From an optimization exercise on the open Yosys and OpenROAD flow, aimed at small area and a short achievable clock period; shortcuts taken in it are not production practice.
RTL that was checked went through simulation tests only; none was proved equivalent to the original.
The RTL of runs 2 and 4 was laid out without a check of its function.
In run 4 the design's own scripts or RTL, not TritonCTS, make the clock network.
No driver is modelled on the clock port, so clock power and skew are understated where the tree is cut down; a real chip needs a root buffer or a tree.
Power and IR drop assume default switching activity.

--- design/flow/design.v ---
localparam int MMIO_WORDS = 16;
localparam logic [3:0] REG_CMD           = 4'd0;
localparam logic [3:0] REG_CAM0_CMD      = 4'd1;
localparam logic [3:0] REG_CAM1_CMD      = 4'd2;
localparam logic [3:0] REG_FRAME_BYTES0  = 4'd3;
localparam logic [3:0] REG_TRIBUF_ADDR0  = 4'd4;
localparam logic [3:0] REG_FRAME_BYTES1  = 4'd5;
localparam logic [3:0] REG_TRIBUF_ADDR1  = 4'd6;
localparam logic [3:0] REG_FRAME_BYTES2  = 4'd7;
localparam logic [3:0] REG_TRIBUF_ADDR2  = 4'd8;
localparam logic [3:0] REG_CAM0_RESP     = 4'd9;
localparam logic [3:0] REG_CAM0_RESP_CNT = 4'd10;
localparam logic [3:0] REG_CAM1_RESP     = 4'd11;
localparam logic [3:0] REG_CAM1_RESP_CNT = 4'd12;
localparam logic [3:0] REG_CAM_STATUS    = 4'd13;
localparam logic [3:0] REG_IRQ_EN        = 4'd14;
localparam logic [3:0] REG_IRQ_STAT      = 4'd15;
localparam logic [1:0] RESP_OKAY   = 2'b00;
localparam logic [1:0] RESP_SLVERR = 2'b10;
`timescale 1ns/1ns
module cam_port #(
    parameter int CAM_CREDITS = 2
) (
    input  logic        fclk,
    input  logic        rst_n,
    input  logic        wready,
    input  logic        push,
    input  logic [31:0] wdata,
    input  logic [17:0] cam_resp,
    input  logic        cam_resp_valid,
    output logic [31:0] cam_cmd,
    output logic        cam_cmd_valid,
    output logic [7:0]  status,
    output logic [17:0] last_resp,
    output logic [15:0] resp_cnt
);
    logic [31:0] ring [3];
    logic [1:0]  wp, rp;            
    logic [2:0]  fill;
    logic [3:0]  credits;
    logic        overflow;
    logic        full, accept, send, hload;
    logic [2:0]  fill_d;
    logic [3:0]  credits_d;
    function automatic logic [1:0] inc3(input logic [1:0] p);
        inc3 = (p == 2'd2) ? 2'd0 : p + 2'd1;
    endfunction
    assign full   = fill[2];
    assign accept = push && !full;
    assign send   = cam_cmd_valid;
    assign hload  = send ? (fill != 3'd1 || accept) : (fill == 3'd0 && accept);
    always_comb begin
        case ({accept, send})
            2'b10:   fill_d = fill + 3'd1;
            2'b01:   fill_d = fill - 3'd1;
            default: fill_d = fill;
        endcase
        case ({cam_resp_valid, send})
            2'b10:   credits_d = credits + 4'd1;
            2'b01:   credits_d = credits - 4'd1;
            default: credits_d = credits;
        endcase
    end
    logic fill_nz_d, cred_nz_d;
    assign fill_nz_d = accept || fill[2] || fill[1] || (fill[0] && !send);
    always_comb begin
        case ({cam_resp_valid, send})
            2'b10:   cred_nz_d = (credits != 4'd15);
            2'b01:   cred_nz_d = (credits != 4'd1);
            default: cred_nz_d = (credits != 4'd0);
        endcase
    end
    always_ff @(posedge fclk) begin
        if (wready && (!full || send)) ring[wp] <= wdata;
        if (hload) cam_cmd <= ring[rp];
    end
    always_ff @(posedge fclk) begin
        if (!rst_n) begin
            wp            <= '0;
            rp            <= '0;
            fill          <= '0;
            credits       <= 4'(CAM_CREDITS);
            overflow      <= 1'b0;
            cam_cmd_valid <= 1'b0;
        end else begin
            if (accept) wp <= inc3(wp);
            if (hload) rp <= inc3(rp);
            fill          <= fill_d;
            credits       <= credits_d;
            cam_cmd_valid <= fill_nz_d && cred_nz_d;
            if (push && full) overflow <= 1'b1;
        end
    end
    always_ff @(posedge fclk) begin
        if (!rst_n) begin
            last_resp <= '0;
            resp_cnt  <= '0;
        end else if (cam_resp_valid) begin
            last_resp <= cam_resp;
            resp_cnt  <= resp_cnt + 16'd1;
        end
    end
    assign status = {overflow, fill, credits};
endmodule
`timescale 1ns/1ns
module mmio_top #(
    parameter logic [31:0] MMIO_BASE   = 32'h7000_0000,
    parameter int          CAM_CREDITS = 2,
    parameter int          CMD_DEPTH   = 4
) (
    input  logic        fclk,
    input  logic        rst_n,
    input  logic [31:0] araddr,
    input  logic        arvalid,
    output logic        arready,
    output logic [31:0] rdata,
    output logic [1:0]  rresp,
    output logic        rvalid,
    input  logic        rready,
    input  logic [31:0] awaddr,
    input  logic        awvalid,
    output logic        awready,
    input  logic [31:0] wdata,
    input  logic [3:0]  wstrb,
    input  logic        wvalid,
    output logic        wready,
    output logic [1:0]  bresp,
    output logic        bvalid,
    input  logic        bready,
    output logic [31:0] frame_bytes0,
    output logic [31:0] frame_bytes1,
    output logic [31:0] frame_bytes2,
    output logic [31:0] tribuf_addr0,
    output logic [31:0] tribuf_addr1,
    output logic [31:0] tribuf_addr2,
    output logic [31:0] mmio_cmd,
    output logic        mmio_cmd_valid,
    output logic [31:0] cam0_cmd,
    output logic        cam0_cmd_valid,
    input  logic [17:0] cam0_resp,
    input  logic        cam0_resp_valid,
    output logic [31:0] cam1_cmd,
    output logic        cam1_cmd_valid,
    input  logic [17:0] cam1_resp,
    input  logic        cam1_resp_valid,
    output logic        irq
);
localparam int MMIO_WORDS = 16;
localparam logic [3:0] REG_CMD           = 4'd0;
localparam logic [3:0] REG_CAM0_CMD      = 4'd1;
localparam logic [3:0] REG_CAM1_CMD      = 4'd2;
localparam logic [3:0] REG_FRAME_BYTES0  = 4'd3;
localparam logic [3:0] REG_TRIBUF_ADDR0  = 4'd4;
localparam logic [3:0] REG_FRAME_BYTES1  = 4'd5;
localparam logic [3:0] REG_TRIBUF_ADDR1  = 4'd6;
localparam logic [3:0] REG_FRAME_BYTES2  = 4'd7;
localparam logic [3:0] REG_TRIBUF_ADDR2  = 4'd8;
localparam logic [3:0] REG_CAM0_RESP     = 4'd9;
localparam logic [3:0] REG_CAM0_RESP_CNT = 4'd10;
localparam logic [3:0] REG_CAM1_RESP     = 4'd11;
localparam logic [3:0] REG_CAM1_RESP_CNT = 4'd12;
localparam logic [3:0] REG_CAM_STATUS    = 4'd13;
localparam logic [3:0] REG_IRQ_EN        = 4'd14;
localparam logic [3:0] REG_IRQ_STAT      = 4'd15;
localparam logic [1:0] RESP_OKAY   = 2'b00;
localparam logic [1:0] RESP_SLVERR = 2'b10;
    function automatic logic addr_ok(input logic [31:0] addr);
        addr_ok = (addr[31:6] == MMIO_BASE[31:6]) && (addr[1:0] == 2'b00);
    endfunction
    logic       wr_bad_q;      
    logic [3:0] wr_idx_q;
    always_ff @(posedge fclk) begin
        if (!rst_n) begin
            awready <= 1'b1;
            wready  <= 1'b0;
            bvalid  <= 1'b0;
        end else begin
            if (awready && awvalid) begin
                awready <= 1'b0;
                wready  <= 1'b1;
            end
            if (wready && wvalid) begin
                wready <= 1'b0;
                bvalid <= 1'b1;
            end
            if (bvalid && bready) begin
                bvalid  <= 1'b0;
                awready <= 1'b1;
            end
        end
    end
    always_ff @(posedge fclk) begin
        if (awready) begin
            wr_idx_q <= awaddr[5:2];
            wr_bad_q <= !addr_ok(awaddr);
        end
    end
    assign bresp = {wr_bad_q, 1'b0};
    logic        wr_en;
    logic [15:0] we;
    assign wr_en = wready && wvalid && !wr_bad_q;
    always_comb begin
        for (int k = 0; k < 16; k++) we[k] = wr_en && (wr_idx_q == 4'(k));
    end
    logic [5:0][31:0] cfg;
    logic [1:0]  irq_en;
    logic [1:0]  irq_stat;
    logic        push0, push1;
    logic [31:0] wdata_r;
    assign wdata_r = wdata & {32{rst_n}};
    for (genvar i = 0; i < 6; i++) begin : g_cfg
        logic [31:0] word;
        always_ff @(posedge fclk) begin
            for (int b = 0; b < 4; b++) begin
                if (!rst_n || (we[3+i] && wstrb[b])) word[8*b +: 8] <= wdata_r[8*b +: 8];
            end
        end
        assign cfg[i] = word;
    end
    always_ff @(posedge fclk) begin
        if (we[REG_CMD]) mmio_cmd <= wdata;
    end
    logic [1:0] irq_en_d, irq_stat_d;
    always_comb begin
        irq_en_d = irq_en;
        if (we[REG_IRQ_EN] && wstrb[0]) irq_en_d = wdata[1:0];
        irq_stat_d = (irq_stat & ~((we[REG_IRQ_STAT] && wstrb[0]) ? wdata[1:0] : 2'b00))
                   | {cam1_resp_valid, cam0_resp_valid};
    end
    always_ff @(posedge fclk) begin
        if (!rst_n) begin
            irq_en         <= '0;
            irq_stat       <= '0;
            irq            <= 1'b0;
            mmio_cmd_valid <= 1'b0;
            push0          <= 1'b0;
            push1          <= 1'b0;
        end else begin
            mmio_cmd_valid <= we[REG_CMD];
            push0          <= we[REG_CAM0_CMD];
            push1          <= we[REG_CAM1_CMD];
            irq_en         <= irq_en_d;
            irq_stat       <= irq_stat_d;
            irq            <= |(irq_stat_d & irq_en_d);
        end
    end
    assign frame_bytes0 = cfg[0];
    assign tribuf_addr0 = cfg[1];
    assign frame_bytes1 = cfg[2];
    assign tribuf_addr1 = cfg[3];
    assign frame_bytes2 = cfg[4];
    assign tribuf_addr2 = cfg[5];
    logic [7:0]  status0, status1;
    logic [17:0] resp0, resp1;
    logic [15:0] cnt0, cnt1;
    cam_port #(.CAM_CREDITS(CAM_CREDITS)) u_cam0 (
        .fclk, .rst_n, .wready, .push(push0), .wdata,
        .cam_resp(cam0_resp), .cam_resp_valid(cam0_resp_valid),
        .cam_cmd(cam0_cmd), .cam_cmd_valid(cam0_cmd_valid),
        .status(status0), .last_resp(resp0), .resp_cnt(cnt0)
    );
    cam_port #(.CAM_CREDITS(CAM_CREDITS)) u_cam1 (
        .fclk, .rst_n, .wready, .push(push1), .wdata,
        .cam_resp(cam1_resp), .cam_resp_valid(cam1_resp_valid),
        .cam_cmd(cam1_cmd), .cam_cmd_valid(cam1_cmd_valid),
        .status(status1), .last_resp(resp1), .resp_cnt(cnt1)
    );
    logic [31:0] rd_mux;
    logic        rresp_bad;
    logic        ar_good;
    logic [15:0] rsel;
    assign ar_good = addr_ok(araddr);
    always_comb begin
        for (int k = 0; k < 16; k++) rsel[k] = ar_good && (araddr[5:2] == 4'(k));
    end
    assign rd_mux = ({32{rsel[REG_FRAME_BYTES0]}}  & frame_bytes0)
                  | ({32{rsel[REG_TRIBUF_ADDR0]}}  & tribuf_addr0)
                  | ({32{rsel[REG_FRAME_BYTES1]}}  & frame_bytes1)
                  | ({32{rsel[REG_TRIBUF_ADDR1]}}  & tribuf_addr1)
                  | ({32{rsel[REG_FRAME_BYTES2]}}  & frame_bytes2)
                  | ({32{rsel[REG_TRIBUF_ADDR2]}}  & tribuf_addr2)
                  | ({32{rsel[REG_CAM0_RESP]}}     & {14'd0, resp0})
                  | ({32{rsel[REG_CAM0_RESP_CNT]}} & {16'd0, cnt0})
                  | ({32{rsel[REG_CAM1_RESP]}}     & {14'd0, resp1})
                  | ({32{rsel[REG_CAM1_RESP_CNT]}} & {16'd0, cnt1})
                  | ({32{rsel[REG_CAM_STATUS]}}    & {16'd0, status1, status0})
                  | ({32{rsel[REG_IRQ_EN]}}        & {30'd0, irq_en})
                  | ({32{rsel[REG_IRQ_STAT]}}      & {30'd0, irq_stat});
    always_ff @(posedge fclk) begin
        if (!rst_n) begin
            rvalid  <= 1'b0;
            arready <= 1'b1;
        end else if (!rvalid) begin
            rvalid  <= arvalid;
            arready <= !arvalid;
        end else if (rready) begin
            rvalid  <= 1'b0;
            arready <= 1'b1;
        end
    end
    always_ff @(posedge fclk) begin
        if (!rvalid) begin
            rdata     <= rd_mux;
            rresp_bad <= !ar_good;
        end
    end
    assign rresp = {rresp_bad, 1'b0};
endmodule
--- design/flow/flow/env.sh ---
# Port buffers are plain buffers, not the delay cells buffer_ports would pick
export BUFFER_PORTS_ARGS="-buffer_cell sky130_fd_sc_hd__buf_1"
# Keep delay cells out of repair so port buffers are sized among real buffers
export DONT_USE_CELLS="sky130_fd_sc_hd__clkdlybuf4s15_1 sky130_fd_sc_hd__clkdlybuf4s15_2 sky130_fd_sc_hd__clkdlybuf4s18_1 sky130_fd_sc_hd__clkdlybuf4s18_2 sky130_fd_sc_hd__clkdlybuf4s25_1 sky130_fd_sc_hd__clkdlybuf4s25_2 sky130_fd_sc_hd__clkdlybuf4s50_1 sky130_fd_sc_hd__clkdlybuf4s50_2 sky130_fd_sc_hd__dlygate4sd1_1 sky130_fd_sc_hd__dlygate4sd2_1 sky130_fd_sc_hd__dlygate4sd3_1 sky130_fd_sc_hd__dlymetal6s2s_1 sky130_fd_sc_hd__dlymetal6s4s_1 sky130_fd_sc_hd__dlymetal6s6s_1"
# Clock tree without dummy loads
export CTS_ARGS="-sink_clustering_enable -repair_clock_nets -sink_clustering_size 25 -sink_clustering_max_diameter 60 -dont_use_dummy_load"
--- design/flow/standard.sh ---
#!/bin/bash
# synth_recipe.tcl (not shown) runs the flow's synth.tcl, then flattens the netlist and writes it again
# the make line also repeats each setting of config.mk as NAME=value (left out here)
make -C /OpenROAD-flow-scripts/flow DESIGN_CONFIG=/design/flow/config.mk WORK_HOME=/design/flow/orfs CLKGATE_MAP_FILE= SYNTH_SCRIPT=/design/flow/synth_recipe.tcl "${@:-finish}"
--- design/flow/constraint.sdc ---
create_clock -name core_clock -period 3.5 [get_ports {fclk}]
set_input_delay 0.7000 -clock core_clock [delete_from_list [all_inputs] [get_ports {fclk}]]
set_output_delay 0.7000 -clock core_clock [all_outputs]
set_load 0.01 [all_outputs]
--- design/flow/flow/run.sh ---
#!/bin/bash
# Own flow: the standard layout (standard.sh), with a few ORFS variables changed after
# synthesis (see env.sh). Synthesis runs first with no change, exactly as the standard flow.
# Each tool's output goes to a log file in this folder.
set -euo pipefail
bash standard.sh synth > synth.log 2>&1
source flow/env.sh
bash standard.sh > layout.log 2>&1
--- design/flow/config.mk ---
export PLATFORM = sky130hd
export DESIGN_NAME = mmio_top
export DESIGN_NICKNAME = mmio_top
export VERILOG_FILES = /design/flow/design.v
export SDC_FILE = /design/flow/constraint.sdc
export NUM_CORES = 4
export LEC_CHECK = 0
export CAP_MARGIN = 20
export CORE_MARGIN = 2
export CORE_UTILIZATION = 65
export SETUP_SLACK_MARGIN = 1.75
export SLEW_MARGIN = 20
==> flow_summary.ini, run 1 <==
[run_status]
outcome = complete, no violations

[setup_path]
r2r-end = mmio_cmd[5]
max_stage_delay_ns = 0.54
r2r_cells = 7
critPathMaxFanout = 10
crit_path_frequent_cell = buf_6
crit_path_cell_trace = buf_6 -> nand4b_1 -> or4_4 -> nor3_4 -> buf_6 -> buf_12 -> a22oi_1 -> nand3_1
r2r_setup_slack_ns = 1.59
cpMaxStageDelayCell = or4_4
cp.required_ns = 3.91
startpoint_type = input port
endpoint_kind = flop
crit_type = in2reg
reg2reg_from = wr_bad_q
crit_arrival_ns = 2.52

[clock_tree]
cts_hold_buf = 0
clkLatencyLatePin_ns = 0.57
clk_pin_slew_worst_paths_ns = 0.08
htreeDepth = 2
cts_tree = built
cts_max_path_buffers = 3
cts-root-buf = clkbuf_16
numCtsBuffers = 36
cts_num_sinks = 625

[layout]
layout.cells.non_filler = 2802
nets = 2501
drive_gt1_frac = 0.340
post-route-util = 0.857
fin_area_mm2 = 0.0313
syn_to_final_growth_pct = 30.5

[job]
maxCapViolCount = 0

[place]
gp_congestion = 0.905
place_ws_ns = 0.475
detailed_place.area_mm2 = 0.0268
io_buffers = 475
dp.cells = 2531
dp_hpwl_um = 48500

[grt]
grt.overflow.total = 0
grt_pass1_wl_um = 102000
antenna_found_initial = 1
grt_max_degree = 68
grt_usage = 0.367
grt_pass1_vias = 16500

[sta]
setup_ws_ns = 1.39
tns_ns = 0
fin_crit_sh = 0.603
worst_slew_pin_slew_ns = 1.17
skew_ns = 0.0483
fin_crit_ns = 2.11
fmax_ghz = 0.473
rsz0062_at_grt = yes
maxSlewHeadroom = 0.222
drv_slew = 0
report.final.hold_viol_count = 0
setup_viol = 0
holdWs_ns = 0.326

[power_and_ir_drop]
peakVddDrop_mv = 0.481
leakage_nw = 11.6
p_per_area_mw_per_mm2 = 448
finalPower_mw = 14.0

[floorplan]
initial_core_util = 0.657
rows = 70
die_h_um = 196
die_w_um = 196
num_io_pins = 478
core_mm2 = 0.0365
fp.dieArea_mm2 = 0.0385

[yosys]
ys_warn_count = 2
yosysTopAreaCellShare = 0.648
synth_top_cell_by_area = edfxtp_1
ys_top_cells_by_area = edfxtp_1 65%, dfxtp_1 8.9%, mux2i_1 4.9%
async_reset_ff_frac = 0
ys_seq_elements = 625
synth_cells = 1605
ys_seq_area_frac = 0.738
synth-edff-count = 518
syn_area_mm2 = 0.0240
ys.flop_type = edfxtp_1
synth_area_per_cell_um2 = 14.9
synth_cell_types = 59

[routing]
dr_total_vias = 18400
drt-total-wl_um = 80900
vias_per_cell = 6.57
route.detailed.drc = 0
drt_pre_antenna_iters = 8
drtAntennaViolNets = 0
wire_per_inst_um = 28.9
drt_first_iter_violations = 2536

[worst_hold_path]
min-delay-start = awaddr[4]
whs_endpoint = wr_idx_q[2]
hp-class = in2reg
whs_path_depth = 1
-- logic make-up after synthesis --
| logic type | Yosys count | share of synthesized area |
|---|---|---|
| mux | 131 | 0.0563 |
| other cells | 1 | 0.000156 |
| fa+ha+maj | 22 | 0.0115 |
| buf+inv | 113 | 0.0202 |
| xor+xnor | 35 | 0.0128 |
| flops | 625 | 0.738 |
| compound gates | 260 | 0.0714 |
| simple gates | 418 | 0.0901 |
-- how the worst max path moves through the flow --
stage	cells past startpoint	from	slack (ns)	endpoint
final	8	araddr[31]	1.39	rdata[30]
after global routing	8	araddr[31]	1.42	rdata[30]
after CTS	8	araddr[5]	1.55	rdata[0]
after detailed placement	8	araddr[3]	0.47	rdata[2]
after global placement	7	araddr[3]	0.59	rdata[7]
after floorplan	4	wvalid	1.23	mmio_cmd[0]
-- cell usage after synthesis, types with 13 or more instances --
cell type / instances
o21ai_0: 102
ha_1: 22
nor3_1: 24
a222oi_1: 18
buf_2: 15
inv_1: 31
a22oi_1: 80
clkbuf_1: 47
edfxtp_1: 518
dfxtp_1: 107
xor2_1: 22
nand3_1: 39
mux2i_1: 117
xnor2_1: 13
a21oi_1: 27
nand2_1: 106
nor2_1: 107
and2_1: 34
nand4_1: 22
nor4_1: 15
-- critical path: cells and delay by family --
| kind | cells | cell delay, ns |
|---|---|---|
| and+or+nand+nor | 4 | 1.29 |
| buffers and inverters | 3 | 0.40 |
| AOI/OAI and AO/OA | 1 | 0.13 |
-- metal layers --
metal	wire [um]	part of all wire	vias up	global-route usage
li1	-	-	7557	-
met1	26800	0.33	8933	0.486
met2	38000	0.47	1529	0.598
met3	10500	0.13	393	0.0689
met4	5740	0.071	0	0.170
met5	0	0	-	0
-- power by group --
part,switching [mW],internal [mW]
Combinational,0.775,0.571
Sequential,0.254,8.37
Clock,2.23,1.84
-- registers in the layout, summed over array words and instances (netlist names), 3 cells and up --
| name | flops |
|---|---|
| u_cam0.resp_cnt | 16 |
| u_cam1.credits | 4 |
| u_cam0.ring | 96 |
| wr_idx_q | 4 |
| u_cam0.fill | 3 |
| u_cam1.last_resp | 18 |
| mmio_cmd | 32 |
| g_cfg.word | 192 |
| u_cam1.ring | 96 |
| rdata | 32 |
| u_cam1.fill | 3 |
| u_cam1.cam_cmd | 32 |
| u_cam0.last_resp | 18 |
| u_cam0.credits | 4 |
| u_cam0.cam_cmd | 32 |
| u_cam1.resp_cnt | 16 |
-- cells in the final DEF, fill, tap and decap left out, types with 37 or more instances in the layout --
master and count:
edfxtp_1 518, clkbuf_2 234, buf_4 214, buf_1 170
mux2i_1 117, nand2_1 99, nor2_1 98, buf_6 93
dfxtp_1 90, o21ai_0 77, a22oi_1 62, clkbuf_16 41
nand3_1 37
-- what timing repair did --
item | in CTS | in global routing
gates resized for setup | 283 | 356
pin swaps | 38 | 29
cloned | 7 | 5
setup endpoints to repair | 774 | 757
buffers inserted | 142 | 79
-- final cells by class --
class | instances | area, um2
Sequential cell | 625 | 17700
Timing Repair Buffer | 770 | 5280
Multi-Input combinational cell | 869 | 6680
Tap cell | 468 | 586
Fill cell | 1714 | 5210
Clock buffer | 36 | 901
Inverter | 32 | 128
Antenna cell | 2 | 5.00
==> run 2: changes to the inputs <==
--- a/design/flow/design.v
+++ b/design/flow/design.v
@@ -31,11 +31,13 @@
     output logic [31:0] cam_cmd,
     output logic        cam_cmd_valid,
     output logic [7:0]  status,
-    output logic [17:0] last_resp,
+    output logic [17:0] last_resp,     
+    output logic        resp_seen,
     output logic [15:0] resp_cnt
 );
     logic [31:0] ring [3];
-    logic [1:0]  wp, rp;            
+    logic [1:0]  wp;                
+    logic [2:0]  rp;                
     logic [2:0]  fill;
     logic [3:0]  credits;
     logic        overflow;
@@ -72,19 +74,20 @@
     end
     always_ff @(posedge fclk) begin
         if (wready && (!full || send)) ring[wp] <= wdata;
-        if (hload) cam_cmd <= ring[rp];
+        if (hload) cam_cmd <= ({32{rp[0]}} & ring[0]) | ({32{rp[1]}} & ring[1])
+                            | ({32{rp[2]}} & ring[2]);
     end
     always_ff @(posedge fclk) begin
         if (!rst_n) begin
             wp            <= '0;
-            rp            <= '0;
+            rp            <= 3'b001;
             fill          <= '0;
             credits       <= 4'(CAM_CREDITS);
             overflow      <= 1'b0;
             cam_cmd_valid <= 1'b0;
         end else begin
             if (accept) wp <= inc3(wp);
-            if (hload) rp <= inc3(rp);
+            if (hload) rp <= {rp[1:0], rp[2]};
             fill          <= fill_d;
             credits       <= credits_d;
             cam_cmd_valid <= fill_nz_d && cred_nz_d;
@@ -92,11 +95,14 @@
         end
     end
     always_ff @(posedge fclk) begin
+        if (cam_resp_valid) last_resp <= cam_resp;
+    end
+    always_ff @(posedge fclk) begin
         if (!rst_n) begin
-            last_resp <= '0;
+            resp_seen <= 1'b0;
             resp_cnt  <= '0;
         end else if (cam_resp_valid) begin
-            last_resp <= cam_resp;
+            resp_seen <= 1'b1;
             resp_cnt  <= resp_cnt + 16'd1;
         end
     end
@@ -253,17 +259,18 @@
     logic [7:0]  status0, status1;
     logic [17:0] resp0, resp1;
     logic [15:0] cnt0, cnt1;
+    logic        seen0, seen1;
     cam_port #(.CAM_CREDITS(CAM_CREDITS)) u_cam0 (
         .fclk, .rst_n, .wready, .push(push0), .wdata,
         .cam_resp(cam0_resp), .cam_resp_valid(cam0_resp_valid),
         .cam_cmd(cam0_cmd), .cam_cmd_valid(cam0_cmd_valid),
-        .status(status0), .last_resp(resp0), .resp_cnt(cnt0)
+        .status(status0), .last_resp(resp0), .resp_seen(seen0), .resp_cnt(cnt0)
     );
     cam_port #(.CAM_CREDITS(CAM_CREDITS)) u_cam1 (
         .fclk, .rst_n, .wready, .push(push1), .wdata,
         .cam_resp(cam1_resp), .cam_resp_valid(cam1_resp_valid),
         .cam_cmd(cam1_cmd), .cam_cmd_valid(cam1_cmd_valid),
-        .status(status1), .last_resp(resp1), .resp_cnt(cnt1)
+        .status(status1), .last_resp(resp1), .resp_seen(seen1), .resp_cnt(cnt1)
     );
     logic [31:0] rd_mux;
     logic        rresp_bad;
@@ -279,9 +286,9 @@
                   | ({32{rsel[REG_TRIBUF_ADDR1]}}  & tribuf_addr1)
                   | ({32{rsel[REG_FRAME_BYTES2]}}  & frame_bytes2)
                   | ({32{rsel[REG_TRIBUF_ADDR2]}}  & tribuf_addr2)
-                  | ({32{rsel[REG_CAM0_RESP]}}     & {14'd0, resp0})
+                  | ({32{rsel[REG_CAM0_RESP] && seen0}} & {14'd0, resp0})
                   | ({32{rsel[REG_CAM0_RESP_CNT]}} & {16'd0, cnt0})
-                  | ({32{rsel[REG_CAM1_RESP]}}     & {14'd0, resp1})
+                  | ({32{rsel[REG_CAM1_RESP] && seen1}} & {14'd0, resp1})
                   | ({32{rsel[REG_CAM1_RESP_CNT]}} & {16'd0, cnt1})
                   | ({32{rsel[REG_CAM_STATUS]}}    & {16'd0, status1, status0})
                   | ({32{rsel[REG_IRQ_EN]}}        & {30'd0, irq_en})
--- a/design/flow/config.mk
+++ b/design/flow/config.mk
@@ -8,5 +8,5 @@
 export CAP_MARGIN = 20
 export CORE_MARGIN = 2
 export CORE_UTILIZATION = 65
-export SETUP_SLACK_MARGIN = 1.75
+export SETUP_SLACK_MARGIN = 1.5
 export SLEW_MARGIN = 20
==> flow_summary.ini, run 2 <==
[run_status]
outcome = complete, no violations

[layout]
drive_gt1_frac = 0.0960
top_register = g_cfg.word
largest_reg_flops = 192
syn_to_final_growth_pct = 15.9
reg_top3 = g_cfg.word (192), u_cam0.ring (96), u_cam1.ring (96)
layout.cells.non_filler = 2437
mostFrequentLayoutCell = edfxtp_1
post-route-util = 0.761
layout_common_cells = 554 x edfxtp_1, 470 x buf_1, 88 x inv_1, 86 x a222oi_1
antenna_cells = 0
nets = 2138

[clock_tree]
cts_tree = built
cts_num_sinks = 629
cts_hold_buf = 0
cts-root-buf = clkbuf_16
clkLatencyLatePin_ns = 0.59
clk_pin_slew_worst_paths_ns = 0.09
htreeDepth = 2
numCtsBuffers = 39
cts_max_path_buffers = 3

[setup_path]
cpMaxStageDelayCell = edfxtp_1
endpoint_kind = primary output
critPathMaxFanout = 4
max_stage_delay_ns = 0.50
crit_path_cell_trace = buf_4 -> buf_6
r2r_setup_slack_ns = 1.50
cp.required_ns = 2.80
crit_arrival_ns = 1.38
startpoint_type = flop
crit_family = flip-flops
crit_buf_inv = 2
crit_type = reg2out

[routing]
drt_first_iter_violations = 1876
dr_total_vias = 15600
wire_per_inst_um = 27.2
drt_pre_antenna_iters = 7
vias_per_cell = 6.39
drt-total-wl_um = 66200
route.detailed.drc = 0
drtAntennaViolNets = 0

[grt]
grt_use_met2 = 0.551
busiest_layer = met2
met1_usage = 0.463
antenna_found_initial = 2
grtUsageMet3 = 0.0605
grt_pass1_wl_um = 94400
grt_max_degree = 58
grt_pass1_vias = 14800
grt.overflow.total = 0
grt_usage = 0.340

[sta]
rsz0062_at_grt = yes
skew_ns = 0.0612
report.final.hold_viol_count = 0
fmax_ghz = 0.481
setup_viol = 0
maxSlewHeadroom = 0.208
drv_slew = 0
fin_crit_ns = 2.08
fin_crit_sh = 0.594
tns_ns = 0
worst_slew_pin_slew_ns = 1.19

[yosys]
synth_cell_types = 65
synth-edff-count = 554
ys.flop_type = edfxtp_1
synth_area_per_cell_um2 = 16.3
syn_area_mm2 = 0.0239
ys_seq_elements = 629
yosysMostFrequentCell = edfxtp_1
yosysTopAreaCellShare = 0.695
ys_warn_count = 2
synth_top_cell_by_area = edfxtp_1
synth_common_cells = 554 x edfxtp_1, 88 x inv_1, 86 x a222oi_1
async_reset_ff_frac = 0
ys_seq_area_frac = 0.758
ys_top_cells_by_area = edfxtp_1 70%, dfxtp_1 6.3%, a222oi_1 3.6%
synth_cells = 1470

[worst_hold_path]
hp-class = in2reg

[power_and_ir_drop]
p_per_area_mw_per_mm2 = 501
finalPower_mw = 13.9
leakage_nw = 9.22
peakVddDrop_mv = 0.420

[floorplan]
fp.dieArea_mm2 = 0.0384
die_w_um = 196
die_h_um = 196
num_io_pins = 478
initial_core_util = 0.657
rows = 70
core_mm2 = 0.0364

[job]
maxCapViolCount = 0

[place]
dp_hpwl_um = 46600
gp_congestion = 0.914
dp.cells = 2384
io_buffers = 475
## run 2: cell types whose count changed in the layout (fill, tap and decap cells not counted), sizes merged, moves of 32 or more
| cell | change |
|---|---|
| a222oi | +68 |
| a22oi | -62 |
| and2 | +36 |
| clkbuf | -238 |
| dfxtp | -32 |
| edfxtp | +36 |
| inv | +57 |
| mux2i | -86 |
| nand2 | -38 |
| nor2 | -82 |
| o21ai | -62 |
## run 2: cells by family after synthesis
group | Yosys count | share of synthesized area
AND/OR/NAND/NOR | 316 | 0.0749
other | 1 | 0.000157
multiplexers | 47 | 0.0252
AO/OA/AOI/OAI | 248 | 0.0850
adder cells (fa/ha/maj) | 22 | 0.0115
XOR/XNOR | 36 | 0.0132
flip-flops | 629 | 0.758
buffers and inverters | 171 | 0.0321
## run 2: cell type report
class	count	area [um2]
Tap cell	468	586
Sequential cell	629	18100
Inverter	89	337
Multi-Input combinational cell	673	5350
Timing Repair Buffer	539	2340
Clock buffer	39	976
Fill cell	2278	8690
## run 2: final timing paths
| kind | start | to | depth (start not counted) |
|---|---|---|---|
| max | wr_bad_q | bresp[1] | 2 |
| min | awaddr[4] | wr_idx_q[2] | 1 |
| max reg2reg | wr_bad_q | g_cfg[2].word[14] | 5 |
| min reg2reg | arready | arready | 2 |
## run 2: power breakdown
| group | internal, mW | leakage (nW) | switching [mW] | total, mW |
|---|---|---|---|---|
| Sequential | 8.49 | 5.83 | 0.224 | 8.71 |
| Clock | 1.98 | 0.481 | 2.24 | 4.22 |
| Combinational | 0.323 | 2.90 | 0.633 | 0.956 |
| Total | 10.8 | 9.22 | 3.10 | 13.9 |
## run 2: metrics by stage
| stage | cell area [um2] | setup slack, ns | hold WS, ns |
|---|---|---|---|
| final | 27700 | 1.42 | 0.272 |
| after global routing | 27700 | 1.39 | 0.278 |
| after detailed placement | 26400 | 0.635 | 0.445 |
| after global placement | 26400 | 0.653 | 0.433 |
| after CTS | 27600 | 1.37 | 0.253 |
| after floorplan | 24100 | 1.22 | 0.433 |
## run 2: metal layers
| layer | up-vias | routed length (um) |
|---|---|---|
| met1 | 7760 | 24700 |
| li1 | 6695 | - |
| met3 | 155 | 6240 |
| met2 | 966 | 32200 |
| met4 | 4 | 2960 |
| met5 | - | 29 |
## run 2: timing repair
| action | CTS | global route |
|---|---|---|
| resized for setup | 33 | 28 |
| setup endpoints to repair | 244 | 187 |
| endpoints found under the hold margin | 0 | 0 |
| cloned | 1 | 1 |
| setup buffers | 4 | 8 |
| pin swaps | 3 | 3 |
## run 2: worst register-to-register path, stage by stage (launching register included)
cell and delay [ns]:
edfxtp_1 0.50, buf_4 0.19, nor3_4 0.21, nand3_1 0.28, o21ai_1 0.22, buf_4 0.25
==> run 3: changes to the inputs <==
--- a/design/flow/design.v
+++ b/design/flow/design.v
@@ -31,13 +31,11 @@
     output logic [31:0] cam_cmd,
     output logic        cam_cmd_valid,
     output logic [7:0]  status,
-    output logic [17:0] last_resp,     
-    output logic        resp_seen,
+    output logic [17:0] last_resp,
     output logic [15:0] resp_cnt
 );
     logic [31:0] ring [3];
-    logic [1:0]  wp;                
-    logic [2:0]  rp;                
+    logic [1:0]  wp, rp;            
     logic [2:0]  fill;
     logic [3:0]  credits;
     logic        overflow;
@@ -74,20 +72,19 @@
     end
     always_ff @(posedge fclk) begin
         if (wready && (!full || send)) ring[wp] <= wdata;
-        if (hload) cam_cmd <= ({32{rp[0]}} & ring[0]) | ({32{rp[1]}} & ring[1])
-                            | ({32{rp[2]}} & ring[2]);
+        if (hload) cam_cmd <= ring[rp];
     end
     always_ff @(posedge fclk) begin
         if (!rst_n) begin
             wp            <= '0;
-            rp            <= 3'b001;
+            rp            <= '0;
             fill          <= '0;
             credits       <= 4'(CAM_CREDITS);
             overflow      <= 1'b0;
             cam_cmd_valid <= 1'b0;
         end else begin
             if (accept) wp <= inc3(wp);
-            if (hload) rp <= {rp[1:0], rp[2]};
+            if (hload) rp <= inc3(rp);
             fill          <= fill_d;
             credits       <= credits_d;
             cam_cmd_valid <= fill_nz_d && cred_nz_d;
@@ -95,14 +92,11 @@
         end
     end
     always_ff @(posedge fclk) begin
-        if (cam_resp_valid) last_resp <= cam_resp;
-    end
-    always_ff @(posedge fclk) begin
         if (!rst_n) begin
-            resp_seen <= 1'b0;
+            last_resp <= '0;
             resp_cnt  <= '0;
         end else if (cam_resp_valid) begin
-            resp_seen <= 1'b1;
+            last_resp <= cam_resp;
             resp_cnt  <= resp_cnt + 16'd1;
         end
     end
@@ -259,18 +253,17 @@
     logic [7:0]  status0, status1;
     logic [17:0] resp0, resp1;
     logic [15:0] cnt0, cnt1;
-    logic        seen0, seen1;
     cam_port #(.CAM_CREDITS(CAM_CREDITS)) u_cam0 (
         .fclk, .rst_n, .wready, .push(push0), .wdata,
         .cam_resp(cam0_resp), .cam_resp_valid(cam0_resp_valid),
         .cam_cmd(cam0_cmd), .cam_cmd_valid(cam0_cmd_valid),
-        .status(status0), .last_resp(resp0), .resp_seen(seen0), .resp_cnt(cnt0)
+        .status(status0), .last_resp(resp0), .resp_cnt(cnt0)
     );
     cam_port #(.CAM_CREDITS(CAM_CREDITS)) u_cam1 (
         .fclk, .rst_n, .wready, .push(push1), .wdata,
         .cam_resp(cam1_resp), .cam_resp_valid(cam1_resp_valid),
         .cam_cmd(cam1_cmd), .cam_cmd_valid(cam1_cmd_valid),
-        .status(status1), .last_resp(resp1), .resp_seen(seen1), .resp_cnt(cnt1)
+        .status(status1), .last_resp(resp1), .resp_cnt(cnt1)
     );
     logic [31:0] rd_mux;
     logic        rresp_bad;
@@ -286,9 +279,9 @@
                   | ({32{rsel[REG_TRIBUF_ADDR1]}}  & tribuf_addr1)
                   | ({32{rsel[REG_FRAME_BYTES2]}}  & frame_bytes2)
                   | ({32{rsel[REG_TRIBUF_ADDR2]}}  & tribuf_addr2)
-                  | ({32{rsel[REG_CAM0_RESP] && seen0}} & {14'd0, resp0})
+                  | ({32{rsel[REG_CAM0_RESP]}}     & {14'd0, resp0})
                   | ({32{rsel[REG_CAM0_RESP_CNT]}} & {16'd0, cnt0})
-                  | ({32{rsel[REG_CAM1_RESP] && seen1}} & {14'd0, resp1})
+                  | ({32{rsel[REG_CAM1_RESP]}}     & {14'd0, resp1})
                   | ({32{rsel[REG_CAM1_RESP_CNT]}} & {16'd0, cnt1})
                   | ({32{rsel[REG_CAM_STATUS]}}    & {16'd0, status1, status0})
                   | ({32{rsel[REG_IRQ_EN]}}        & {30'd0, irq_en})
==> design/flow/flow/run.sh (replaced) <==
#!/bin/bash
# Own flow: the standard layout (standard.sh) with two changes after synthesis:
#  - port buffers are plain sky130 buffers (buffer_ports -buffer_cell) instead of delay cells
#  - the delay cells are kept out of repair, so the resizer sizes port buffers among real buffers
# Synthesis runs first with no change, exactly as the standard flow.
set -euo pipefail
bash standard.sh synth > synth.log 2>&1
export BUFFER_PORTS_ARGS="-buffer_cell sky130_fd_sc_hd__buf_2"
export DONT_USE_CELLS="sky130_fd_sc_hd__clkdlybuf4s15_1 sky130_fd_sc_hd__clkdlybuf4s15_2 sky130_fd_sc_hd__clkdlybuf4s18_1 sky130_fd_sc_hd__clkdlybuf4s18_2 sky130_fd_sc_hd__clkdlybuf4s25_1 sky130_fd_sc_hd__clkdlybuf4s25_2 sky130_fd_sc_hd__clkdlybuf4s50_1 sky130_fd_sc_hd__clkdlybuf4s50_2 sky130_fd_sc_hd__dlygate4sd1_1 sky130_fd_sc_hd__dlygate4sd2_1 sky130_fd_sc_hd__dlygate4sd3_1 sky130_fd_sc_hd__dlymetal6s2s_1 sky130_fd_sc_hd__dlymetal6s4s_1 sky130_fd_sc_hd__dlymetal6s6s_1"
bash standard.sh > layout.log 2>&1
--- a/design/flow/config.mk
+++ b/design/flow/config.mk
@@ -7,6 +7,8 @@
 export LEC_CHECK = 0
 export CAP_MARGIN = 20
 export CORE_MARGIN = 2
-export CORE_UTILIZATION = 65
+export CORE_UTILIZATION = 55
+export CTS_CLUSTER_DIAMETER = 60
+export CTS_CLUSTER_SIZE = 25
 export SETUP_SLACK_MARGIN = 1.5
 export SLEW_MARGIN = 20
removed: design/flow/flow/env.sh
==> flow_summary.ini, run 3 <==
[run_status]
outcome = complete, no violations

[setup_path]
crit_type = reg2reg
crit_path_cell_trace = inv_1 -> ha_1 -> a21oi_1 -> nor2_4 -> buf_4
startpoint_type = flop
crit_arrival_ns = 2.37
cp.required_ns = 3.83
max_stage_delay_ns = 0.53
crit_buf_inv = 2
critPathMaxFanout = 15
crit_family = compound AO/OA/AOI/OAI gates
endpoint_kind = flop
cpMaxStageDelayCell = a21oi_1

[yosys]
ys_seq_area_frac = 0.738
synth_cell_types = 59
ys_top_cells_by_area = edfxtp_1 65%, dfxtp_1 8.9%, mux2i_1 4.9%
ys.flop_type = edfxtp_1
synth_area_per_cell_um2 = 14.9
synth_common_cells = 518 x edfxtp_1, 117 x mux2i_1, 107 x dfxtp_1, 107 x nor2_1, 106 x nand2_1
ys_warn_count = 2
synth-edff-count = 518
synth_cells = 1605
ys_seq_elements = 625
synth_top_cell_by_area = edfxtp_1
async_reset_ff_frac = 0
syn_area_mm2 = 0.0240
yosysTopAreaCellShare = 0.648
yosysMostFrequentCell = edfxtp_1

[grt]
grt.overflow.total = 0
grt_pass1_vias = 15600
antenna_found_initial = 5
grt_pass1_wl_um = 103000
grt_usage = 0.316
grt_max_degree = 62

[layout]
post-route-util = 0.679
nets = 2282
mostFrequentLayoutCell = edfxtp_1
syn_to_final_growth_pct = 21.8
largest_reg_flops = 192
reg_top3 = g_cfg.word (192), u_cam0.ring (96), u_cam1.ring (96)
drive_gt1_frac = 0.329
layout.cells.non_filler = 2733
layout_common_cells = 518 x edfxtp_1, 472 x buf_2, 117 x mux2i_1, 102 x nor2_1, 101 x nand2_1
top_register = g_cfg.word
num-fill-cells = 3111

[place]
gp_congestion = 0.930
place_ws_ns = 0.668
io_buffers = 475
dp.cells = 2645
dp_hpwl_um = 51600

[sta]
worst_slew_pin_slew_ns = 1.01
drv_slew = 0
maxSlewHeadroom = 0.312
setup_ws_ns = 1.45
skew_ns = 0.0280
rsz0062_at_grt = yes
fin_crit_sh = 0.585
fin_crit_ns = 2.05
tns_ns = 0
report.final.hold_viol_count = 0
fmax_ghz = 0.489
setup_viol = 0

[clock_tree]
numCtsBuffers = 39
cts-root-buf = clkbuf_16
clk_pin_slew_worst_paths_ns = 0.09
cts_tree = built
clkLatencyLatePin_ns = 0.59
htreeDepth = 2
cts_num_sinks = 625
cts_max_path_buffers = 3

[routing]
drt_first_iter_violations = 1965
wire_per_inst_um = 26.5
drt_pre_antenna_iters = 6
route.detailed.drc = 0
drt-total-wl_um = 72300
vias_per_cell = 5.92
drtAntennaViolNets = 0
dr_total_vias = 16200

[power_and_ir_drop]
switching_share = 0.240
p_seq_frac = 0.586
p_sw_mw = 3.52
peakVddDrop_mv = 0.408
leakage_nw = 10.7
p_per_area_mw_per_mm2 = 503
comb_power_share = 0.067
internal_power_mw = 11.2
pwr-share-clk = 0.347
finalPower_mw = 14.7

[floorplan]
num_io_pins = 478
core_mm2 = 0.0431
initial_core_util = 0.557
rows = 76
die_h_um = 213
die_w_um = 213
fp.dieArea_mm2 = 0.0453

[worst_hold_path]
hp-class = in2reg

[job]
maxCapViolCount = 0
==> run 3: cell types whose count changed in the layout (fill, tap and decap cells not counted), sizes merged, moves of 38 or more <==
| cell | before | now |
|---|---|---|
| nand2 | 69 | 107 |
| nor2 | 29 | 112 |
| o21ai | 40 | 102 |
| inv | 89 | 44 |
| mux2i | 31 | 117 |
| a222oi | 86 | 18 |
| a22oi | 18 | 80 |
==> run 3: cell type report <==
class / instances / area (um2) / share of cell area
clock inverters: 22 / 283 / 0.00967
multi-input cells: 870 / 6240 / 0.213
well taps: 585 / 732 / 0.0250
diodes: 2 / 5.00 / 0.000171
clock buffers: 50 / 1100 / 0.0377
flip-flops and latches: 625 / 17700 / 0.606
repair buffers: 547 / 3040 / 0.104
inverters: 32 / 120 / 0.00411
==> run 3: power by group through the flow <==
stage,clock network (mW),registers (mW),logic (mW)
final,5.10,8.61,0.988
after global routing,5.42,8.63,1.06
after floorplan,0,8.77,0.323
after CTS,5.16,8.60,0.980
after global placement,0,8.77,0.958
after detailed placement,0,8.77,0.972
==> run 3: layer usage <==
layer,up-vias,share of wire,global-route usage
li1,7145,-,-
met5,-,0.00036,0
met2,782,0.49,0.529
met3,168,0.073,0.0479
met1,8080,0.39,0.420
met4,4,0.043,0.123
==> run 3: path summary, 6_finish.rpt <==
kind	from	to	slack [ns]	cells after the start
setup / recovery	u_cam1.fill[0]	u_cam1.cam_cmd[18]	1.45	5
hold / removal	awaddr[5]	wr_idx_q[3]	0.29	1
setup reg to reg	u_cam1.fill[0]	u_cam1.cam_cmd[18]	1.45	5
hold reg to reg	arready	arready	0.46	2
==> run 3: cell families (layout without fill, tap and decap cells) <==
group / after synthesis / after routing / share of synthesized area
AOI/OAI and AO/OA: 260 / 260 / 0.0714
other: 1 / 4 / 0.000156
adders and majority gates: 22 / 22 / 0.0115
xor gates and xnor gates: 35 / 35 / 0.0128
buffers and inverters: 113 / 651 / 0.0202
DFF: 625 / 625 / 0.738
and+or+nand+nor: 418 / 420 / 0.0901
muxes: 131 / 131 / 0.0563
==> run 3: repair_timing <==
action	CTS	global route
setup buffers	8	3
pin swaps	6	2
hold buffers	0	0
resized for setup	10	27
endpoints found under the hold margin	0	0
setup endpoints to repair	147	285
cloned	2	1
==> run 3: metrics by stage <==
stage / hold slack (ns) / area [um2]
after global placement: 0.433 / 27600
after CTS: 0.276 / 29100
final: 0.292 / 29200
after global routing: 0.286 / 29200
after floorplan: 0.431 / 24400
after detailed placement: 0.451 / 27600
==> run 4: changes to the inputs <==
--- a/design/flow/design.v
+++ b/design/flow/design.v
@@ -31,11 +31,13 @@
     output logic [31:0] cam_cmd,
     output logic        cam_cmd_valid,
     output logic [7:0]  status,
-    output logic [17:0] last_resp,
+    output logic [17:0] last_resp,     
+    output logic        resp_seen,
     output logic [15:0] resp_cnt
 );
     logic [31:0] ring [3];
-    logic [1:0]  wp, rp;            
+    logic [1:0]  wp;                
+    logic [2:0]  rp;                
     logic [2:0]  fill;
     logic [3:0]  credits;
     logic        overflow;
@@ -72,19 +74,20 @@
     end
     always_ff @(posedge fclk) begin
         if (wready && (!full || send)) ring[wp] <= wdata;
-        if (hload) cam_cmd <= ring[rp];
+        if (hload) cam_cmd <= ({32{rp[0]}} & ring[0]) | ({32{rp[1]}} & ring[1])
+                            | ({32{rp[2]}} & ring[2]);
     end
     always_ff @(posedge fclk) begin
         if (!rst_n) begin
             wp            <= '0;
-            rp            <= '0;
+            rp            <= 3'b001;
             fill          <= '0;
             credits       <= 4'(CAM_CREDITS);
             overflow      <= 1'b0;
             cam_cmd_valid <= 1'b0;
         end else begin
             if (accept) wp <= inc3(wp);
-            if (hload) rp <= inc3(rp);
+            if (hload) rp <= {rp[1:0], rp[2]};
             fill          <= fill_d;
             credits       <= credits_d;
             cam_cmd_valid <= fill_nz_d && cred_nz_d;
@@ -92,11 +95,14 @@
         end
     end
     always_ff @(posedge fclk) begin
+        if (cam_resp_valid) last_resp <= cam_resp;
+    end
+    always_ff @(posedge fclk) begin
         if (!rst_n) begin
-            last_resp <= '0;
+            resp_seen <= 1'b0;
             resp_cnt  <= '0;
         end else if (cam_resp_valid) begin
-            last_resp <= cam_resp;
+            resp_seen <= 1'b1;
             resp_cnt  <= resp_cnt + 16'd1;
         end
     end
@@ -168,7 +174,6 @@
         addr_ok = (addr[31:6] == MMIO_BASE[31:6]) && (addr[1:0] == 2'b00);
     endfunction
     logic       wr_bad_q;      
-    logic [3:0] wr_idx_q;
     always_ff @(posedge fclk) begin
         if (!rst_n) begin
             awready <= 1'b1;
@@ -190,18 +195,22 @@
         end
     end
     always_ff @(posedge fclk) begin
-        if (awready) begin
-            wr_idx_q <= awaddr[5:2];
-            wr_bad_q <= !addr_ok(awaddr);
-        end
+        if (awready) wr_bad_q <= !addr_ok(awaddr);
     end
     assign bresp = {wr_bad_q, 1'b0};
-    logic        wr_en;
+    logic [15:0] wsel;
     logic [15:0] we;
-    assign wr_en = wready && wvalid && !wr_bad_q;
-    always_comb begin
-        for (int k = 0; k < 16; k++) we[k] = wr_en && (wr_idx_q == 4'(k));
+    always_ff @(posedge fclk) begin
+        if (!rst_n) begin
+            wsel <= '0;
+        end else if (awready) begin
+            for (int k = 0; k < 16; k++)
+                wsel[k] <= awvalid && addr_ok(awaddr) && (awaddr[5:2] == 4'(k));
+        end else if (wvalid) begin
+            wsel <= '0;
+        end
     end
+    assign we = wsel & {16{wvalid}};
     logic [5:0][31:0] cfg;
     logic [1:0]  irq_en;
     logic [1:0]  irq_stat;
@@ -253,17 +262,18 @@
     logic [7:0]  status0, status1;
     logic [17:0] resp0, resp1;
     logic [15:0] cnt0, cnt1;
+    logic        seen0, seen1;
     cam_port #(.CAM_CREDITS(CAM_CREDITS)) u_cam0 (
         .fclk, .rst_n, .wready, .push(push0), .wdata,
         .cam_resp(cam0_resp), .cam_resp_valid(cam0_resp_valid),
         .cam_cmd(cam0_cmd), .cam_cmd_valid(cam0_cmd_valid),
-        .status(status0), .last_resp(resp0), .resp_cnt(cnt0)
+        .status(status0), .last_resp(resp0), .resp_seen(seen0), .resp_cnt(cnt0)
     );
     cam_port #(.CAM_CREDITS(CAM_CREDITS)) u_cam1 (
         .fclk, .rst_n, .wready, .push(push1), .wdata,
         .cam_resp(cam1_resp), .cam_resp_valid(cam1_resp_valid),
         .cam_cmd(cam1_cmd), .cam_cmd_valid(cam1_cmd_valid),
-        .status(status1), .last_resp(resp1), .resp_cnt(cnt1)
+        .status(status1), .last_resp(resp1), .resp_seen(seen1), .resp_cnt(cnt1)
     );
     logic [31:0] rd_mux;
     logic        rresp_bad;
@@ -279,9 +289,9 @@
                   | ({32{rsel[REG_TRIBUF_ADDR1]}}  & tribuf_addr1)
                   | ({32{rsel[REG_FRAME_BYTES2]}}  & frame_bytes2)
                   | ({32{rsel[REG_TRIBUF_ADDR2]}}  & tribuf_addr2)
-                  | ({32{rsel[REG_CAM0_RESP]}}     & {14'd0, resp0})
+                  | ({32{rsel[REG_CAM0_RESP] && seen0}} & {14'd0, resp0})
                   | ({32{rsel[REG_CAM0_RESP_CNT]}} & {16'd0, cnt0})
-                  | ({32{rsel[REG_CAM1_RESP]}}     & {14'd0, resp1})
+                  | ({32{rsel[REG_CAM1_RESP] && seen1}} & {14'd0, resp1})
                   | ({32{rsel[REG_CAM1_RESP_CNT]}} & {16'd0, cnt1})
                   | ({32{rsel[REG_CAM_STATUS]}}    & {16'd0, status1, status0})
                   | ({32{rsel[REG_IRQ_EN]}}        & {30'd0, irq_en})
@@ -299,10 +309,8 @@
         end
     end
     always_ff @(posedge fclk) begin
-        if (!rvalid) begin
-            rdata     <= rd_mux;
-            rresp_bad <= !ar_good;
-        end
+        rdata     <= (rd_mux & {32{!rvalid}}) | (rdata & {32{rvalid}});
+        rresp_bad <= rvalid ? rresp_bad : !ar_good;
     end
     assign rresp = {rresp_bad, 1'b0};
 endmodule
==> design/flow/flow/run.sh (replaced) <==
#!/bin/bash
# Own flow: the standard layout (standard.sh), with a few ORFS variables changed after
# synthesis (see env.sh). Synthesis runs first with no change, exactly as the standard flow.
# Each tool's output goes to a log file in this folder.
set -euo pipefail
bash standard.sh synth > synth.log 2>&1
source flow/env.sh
bash standard.sh > layout.log 2>&1
==> design/flow/flow/cts_tree.tcl (new file) <==
# Clock tree built here instead of TritonCTS: the clock port drives NROOT root buffers, each
# root drives the leaf buffers of its region, each leaf buffer drives one compact cluster of
# flip-flops (recursive bisection of the flip-flop positions). Every flip-flop sits behind
# exactly two buffers of the same type, so the tree is balanced; it just has fewer levels.
set cts_buf sky130_fd_sc_hd__clkbuf_16
set nroot_levels 2   ;# 2**2 = 4 roots
set nleaf_levels 5   ;# 2**5 = 32 leaves
if {[info exists ::env(MCTS_ROOT_LEVELS)]} { set nroot_levels $::env(MCTS_ROOT_LEVELS) }
if {[info exists ::env(MCTS_LEAF_LEVELS)]} { set nleaf_levels $::env(MCTS_LEAF_LEVELS) }

set block [ord::get_db_block]
set clknet [$block findNet fclk]
set sinks {}
foreach it [$clknet getITerms] {
  set inst [$it getInst]
  set bb [$inst getBBox]
  set x [expr {([$bb xMin] + [$bb xMax]) / 2}]
  set y [expr {([$bb yMin] + [$bb yMax]) / 2}]
  lappend sinks [list $x $y "[$inst getName]/[[$it getMTerm] getName]"]
}
puts "mcts: [llength $sinks] sinks"

# Recursive bisection along the longer side, into 2**levels groups of equal size
proc bisect {pts levels} {
  if {$levels == 0 || [llength $pts] < 2} { return [list $pts] }
  set xs [lmap p $pts {lindex $p 0}]; set ys [lmap p $pts {lindex $p 1}]
  set dx [expr {[tcl::mathfunc::max {*}$xs] - [tcl::mathfunc::min {*}$xs]}]
  set dy [expr {[tcl::mathfunc::max {*}$ys] - [tcl::mathfunc::min {*}$ys]}]
  set k [expr {$dx >= $dy ? 0 : 1}]
  set s [lsort -integer -index $k $pts]
  set h [expr {[llength $s] / 2}]
  return [concat [bisect [lrange $s 0 [expr {$h - 1}]] [expr {$levels - 1}]] \
                 [bisect [lrange $s $h end] [expr {$levels - 1}]]]
}
proc centroid {pts} {
  set sx 0; set sy 0
  foreach p $pts { set sx [expr {$sx + [lindex $p 0]}]; set sy [expr {$sy + [lindex $p 1]}] }
  set n [llength $pts]
  return [list [expr {$sx / $n}] [expr {$sy / $n}]]
}

set dbu [$block getDbUnitsPerMicron]
set regions [bisect $sinks $nroot_levels]
set li 0
set ri 0
foreach region $regions {
  set leaves [bisect $region [expr {$nleaf_levels - $nroot_levels}]]
  set leaf_pins {}
  set leaf_pts {}
  foreach leaf $leaves {
    set c [centroid $leaf]
    set loc [list [expr {double([lindex $c 0]) / $dbu}] [expr {double([lindex $c 1]) / $dbu}]]
    set pins [lmap p $leaf {get_pins [lindex $p 2]}]
    insert_buffer -buffer_cell $cts_buf -net fclk -load_pins $pins -location $loc \
      -buffer_name mcts_leaf_$li -net_name mcts_leafnet_$li
    # insert_buffer adds a suffix to the name: find the buffer from the first sink
    set first [lindex $leaf 0 2]
    set drv ""
    foreach it [[[$block findITerm $first] getNet] getITerms] {
      if {[$it isOutputSignal]} { set drv [$it getInst] }
    }
    lappend leaf_pins [get_pins "[$drv getName]/A"]
    lappend leaf_pts [list [lindex $c 0] [lindex $c 1] x]
    incr li
  }
  set c [centroid $leaf_pts]
  set loc [list [expr {double([lindex $c 0]) / $dbu}] [expr {double([lindex $c 1]) / $dbu}]]
  insert_buffer -buffer_cell $cts_buf -net fclk -load_pins $leaf_pins -location $loc \
    -buffer_name mcts_root_$ri -net_name mcts_rootnet_$ri
  incr ri
}
foreach net [$block getNets] {
  if {[string match mcts_* [$net getName]] || [$net getName] eq "fclk"} { $net setSigType CLOCK }
}
puts "mcts: $ri roots, $li leaves"
set_propagated_clock [all_clocks]

# The tree is built; TritonCTS is not run
proc clock_tree_synthesis {args} { puts "mcts: clock_tree_synthesis skipped" }
==> design/flow/flow/env.sh (new file) <==
# Port buffers are plain buffers, not the delay cells buffer_ports would pick
export BUFFER_PORTS_ARGS="-buffer_cell sky130_fd_sc_hd__buf_1"
# Keep delay cells out of repair so port buffers are sized among real buffers
export DONT_USE_CELLS="sky130_fd_sc_hd__clkdlybuf4s15_1 sky130_fd_sc_hd__clkdlybuf4s15_2 sky130_fd_sc_hd__clkdlybuf4s18_1 sky130_fd_sc_hd__clkdlybuf4s18_2 sky130_fd_sc_hd__clkdlybuf4s25_1 sky130_fd_sc_hd__clkdlybuf4s25_2 sky130_fd_sc_hd__clkdlybuf4s50_1 sky130_fd_sc_hd__clkdlybuf4s50_2 sky130_fd_sc_hd__dlygate4sd1_1 sky130_fd_sc_hd__dlygate4sd2_1 sky130_fd_sc_hd__dlygate4sd3_1 sky130_fd_sc_hd__dlymetal6s2s_1 sky130_fd_sc_hd__dlymetal6s4s_1 sky130_fd_sc_hd__dlymetal6s6s_1"
# Two-level balanced clock tree (flow/cts_tree.tcl) in place of TritonCTS
export PRE_CTS_TCL="$(pwd)/flow/cts_tree.tcl"
--- a/design/flow/config.mk
+++ b/design/flow/config.mk
@@ -7,8 +7,6 @@
 export LEC_CHECK = 0
 export CAP_MARGIN = 20
 export CORE_MARGIN = 2
-export CORE_UTILIZATION = 55
-export CTS_CLUSTER_DIAMETER = 60
-export CTS_CLUSTER_SIZE = 25
+export CORE_UTILIZATION = 65
 export SETUP_SLACK_MARGIN = 1.5
 export SLEW_MARGIN = 20
==> flow_summary.ini, run 4 <==
[run_status]
outcome = complete, no violations

[setup_path]
critPathMaxFanout = 6
startpoint_type = input port
endpoint_kind = flop
reg2reg_from = u_cam0.credits[1]
r2r_setup_slack_ns = 1.37
cp.required_ns = 3.60
r2r_cells = 5
startpoint = araddr[25]
crit_type = in2reg
crit_arrival_ns = 2.46

[clock_tree]
cts_hold_buf = 0
clkLatencyLatePin_ns = 0.38
clk_pin_slew_worst_paths_ns = 0.09

[layout]
largest_reg_flops = 192
syn_to_final_growth_pct = 21.7
layout_common_cells = 550 x edfxtp_1, 458 x buf_1, 86 x dfxtp_1, 80 x inv_1, 75 x nand2_1
drive_gt1_frac = 0.142
mostFrequentLayoutCell = edfxtp_1
multiInputGateArea_mm2 = 0.00574
top_register = g_cfg.word
nets = 2259
seqCellArea_mm2 = 0.0182
reg_top3 = g_cfg.word (192), u_cam0.ring (96), u_cam1.ring (96)
num-fill-cells = 1974

[floorplan]
die_h_um = 197
initial_core_util = 0.660
num_io_pins = 478
core_mm2 = 0.0365
die_w_um = 197
fp.dieArea_mm2 = 0.0386
rows = 70

[yosys]
synth-simple-area-share = 0.0895
synth_top_family_by_area = simple AND/OR/NAND/NOR gates
async_reset_ff_frac = 0
synth_area_per_cell_um2 = 15.7
synth-compound-area-share = 0.0855
ys_warn_count = 2
ys_seq_elements = 636
synth_cells = 1535
synthAdderAreaFrac = 0.0114
synth_mux_area_frac = 0.0139
yosysMostFrequentCell = edfxtp_1
synth-edff-count = 550
synthXorXnorAreaFrac = 0.0127
ys.flop_type = edfxtp_1
yosysTopAreaCellShare = 0.685
ys_seq_area_frac = 0.757
ys_top_cells_by_area = edfxtp_1 69%, dfxtp_1 7.1%, a222oi_1 3.0%
synth_top_cell_by_area = edfxtp_1
syn_area_mm2 = 0.0241
synth_cell_types = 62
synth_common_cells = 550 x edfxtp_1, 86 x dfxtp_1, 85 x inv_1

[sta]
drv_slew = 0
fin_crit_ns = 2.36
tns_ns = 0
skew_ns = 0.0275
setup_viol = 0
fin_crit_sh = 0.675
report.final.hold_viol_count = 0
worst_slew_pin_slew_ns = 1.11
rsz0062_at_grt = yes
fmax_ghz = 0.423
maxSlewHeadroom = 0.261
setup_ws_ns = 1.14

[routing]
wire_per_inst_um = 29.7
vias_per_cell = 6.66
drt-total-wl_um = 76300
drtAntennaViolNets = 0
drt_pre_antenna_iters = 13
drt_first_iter_violations = 2408
dr_total_vias = 17100
route.detailed.drc = 0

[power_and_ir_drop]
p_per_area_mw_per_mm2 = 468
peakVddDrop_mv = 0.517
leakage_nw = 9.98

[grt]
antenna_found_initial = 5
grt.overflow.total = 0
grt_pass1_vias = 16200
grt_max_degree = 36
grt_pass1_wl_um = 106000
grt_usage = 0.380

[place]
place_ws_ns = 0.507
io_buffers = 475
dp_hpwl_um = 48800
gp_congestion = 0.949

[worst_hold_path]
hp-class = reg2reg

[job]
maxCapViolCount = 0
run 4: cell types whose count changed after synthesis, moves of 28 or more:
| cell | delta |
|---|---|
| nand2_1 | -29 |
| nand3_1 | +28 |
| inv_1 | +54 |
| o21ai_0 | -79 |
| nor2_1 | -37 |
| edfxtp_1 | +32 |
| a222oi_1 | +54 |
| mux2i_1 | -97 |
run 4: per-stage QoR:
step / instances / power [mW] / cell area (um2) / util / hold slack, ns
global placement: 2443 / 9.77 / 26700 / 0.732 / 0.436
CTS: 2549 / 13.7 / 29000 / 0.794 / 0.456
floorplan: 1536 / 9.26 / 24400 / - / 0.417
global route: 2560 / 14.0 / 29300 / 0.803 / 0.483
finish: 2564 / 13.7 / 29300 / 0.803 / 0.457
detailed placement: 2443 / 9.79 / 26700 / 0.732 / 0.446
run 4: layout make-up, without the clock buffers:
type                            count  area share
Tap cell                          468      0.0200
Antenna cell                        6    0.000512
Multi-Input combinational cell    732       0.196
Timing Repair Buffer              601       0.120
Inverter                           85      0.0109
Sequential cell                   636       0.622
run 4: how the worst min path moves through the flow:
stage / start / endpoint / slack, ns / cells past startpoint
after floorplan: wsel[1] / wsel[1] / 0.42 / 2
after global placement: arready / arready / 0.44 / 2
after detailed placement: arready / arready / 0.45 / 2
after CTS: arready / arready / 0.46 / 2
after global routing: arready / arready / 0.48 / 2
final: arready / arready / 0.46 / 2
run 4: power breakdown:
part / internal (mW) / total [mW] / switching [mW] / leakage [nW]
logic: 0.268 / 0.909 / 0.641 / 3.65
registers: 8.56 / 8.79 / 0.229 / 5.88
clock network: 1.84 / 4.03 / 2.19 / 0.444
total: 10.7 / 13.7 / 3.06 / 9.98
run 4: routing by layer:
metal  share of wire  GRT usage
met4           0.064      0.181
met2            0.47      0.614
met5         0.00016          0
met3            0.12     0.0772
met1            0.34      0.502
run 4: cells by family after synthesis:
kind of cell             count (synthesis)
XOR/XNOR                                35
flip-flops                             636
AND/OR/NAND/NOR                        383
AO/OA/AOI/OAI                          258
buffers and inverters                  169
other                                    1
adder cells (fa/ha/maj)                 22
multiplexers                            31
run 4: repair_timing:
item / in CTS / in global routing
cloned: 16 / 2
pin swaps: 53 / 32
endpoints found under the hold margin: 0 / 0
resized for setup: 114 / 48
setup buffers: 54 / 7
endpoints found under the setup margin: 212 / 69
run 4: worst max-delay path, stage by stage:
cell and delay [ns]:
buf_1 0.14, nor4_4 0.05, buf_6 0.14, buf_12 0.13, nand3_1 0.12, nor4_4 0.05, buf_6 0.14, buf_12 0.14
buf_16 0.15, a222oi_1 0.50, nand3_1 0.20

## re-timing with driven ports
In the flow no input, the clock included, has a driving cell. The finished layouts below were timed again as built, in two steps.
Step 1 sets driving cells, clkbuf_16 on the clock port and buf_2 on the other inputs (assumed; they add their load-dependent delay and slew).
Step 2 moves the port delays by t, midway between the first and last clock arrival at a register: inputs arrive t later, outputs are due t later. That takes back most of the time a late clock gives input paths.
Three values: ideal, step 1, step 2; two values: the first two.
run | t, ns | slack for setup (ns) | worst register clock-pin slew, ns
run 1 | 0.605 | 1.388 / 1.406 / 0.800 | 0.10 / 0.10
run 2 | 0.612 | 1.422 / 1.368 / 0.961 | 0.09 / 0.09
run 3 | 0.636 | 1.454 / 1.436 / 0.932 | 0.10 / 0.10
run 4 | 0.489 | 1.136 / 1.217 / 0.728 | 0.10 / 0.10
After both steps every run listed still meets setup and hold. For run 1, which loses most, drivers alone change the setup slack by +0.018 ns; drivers and shift together by -0.588 ns.
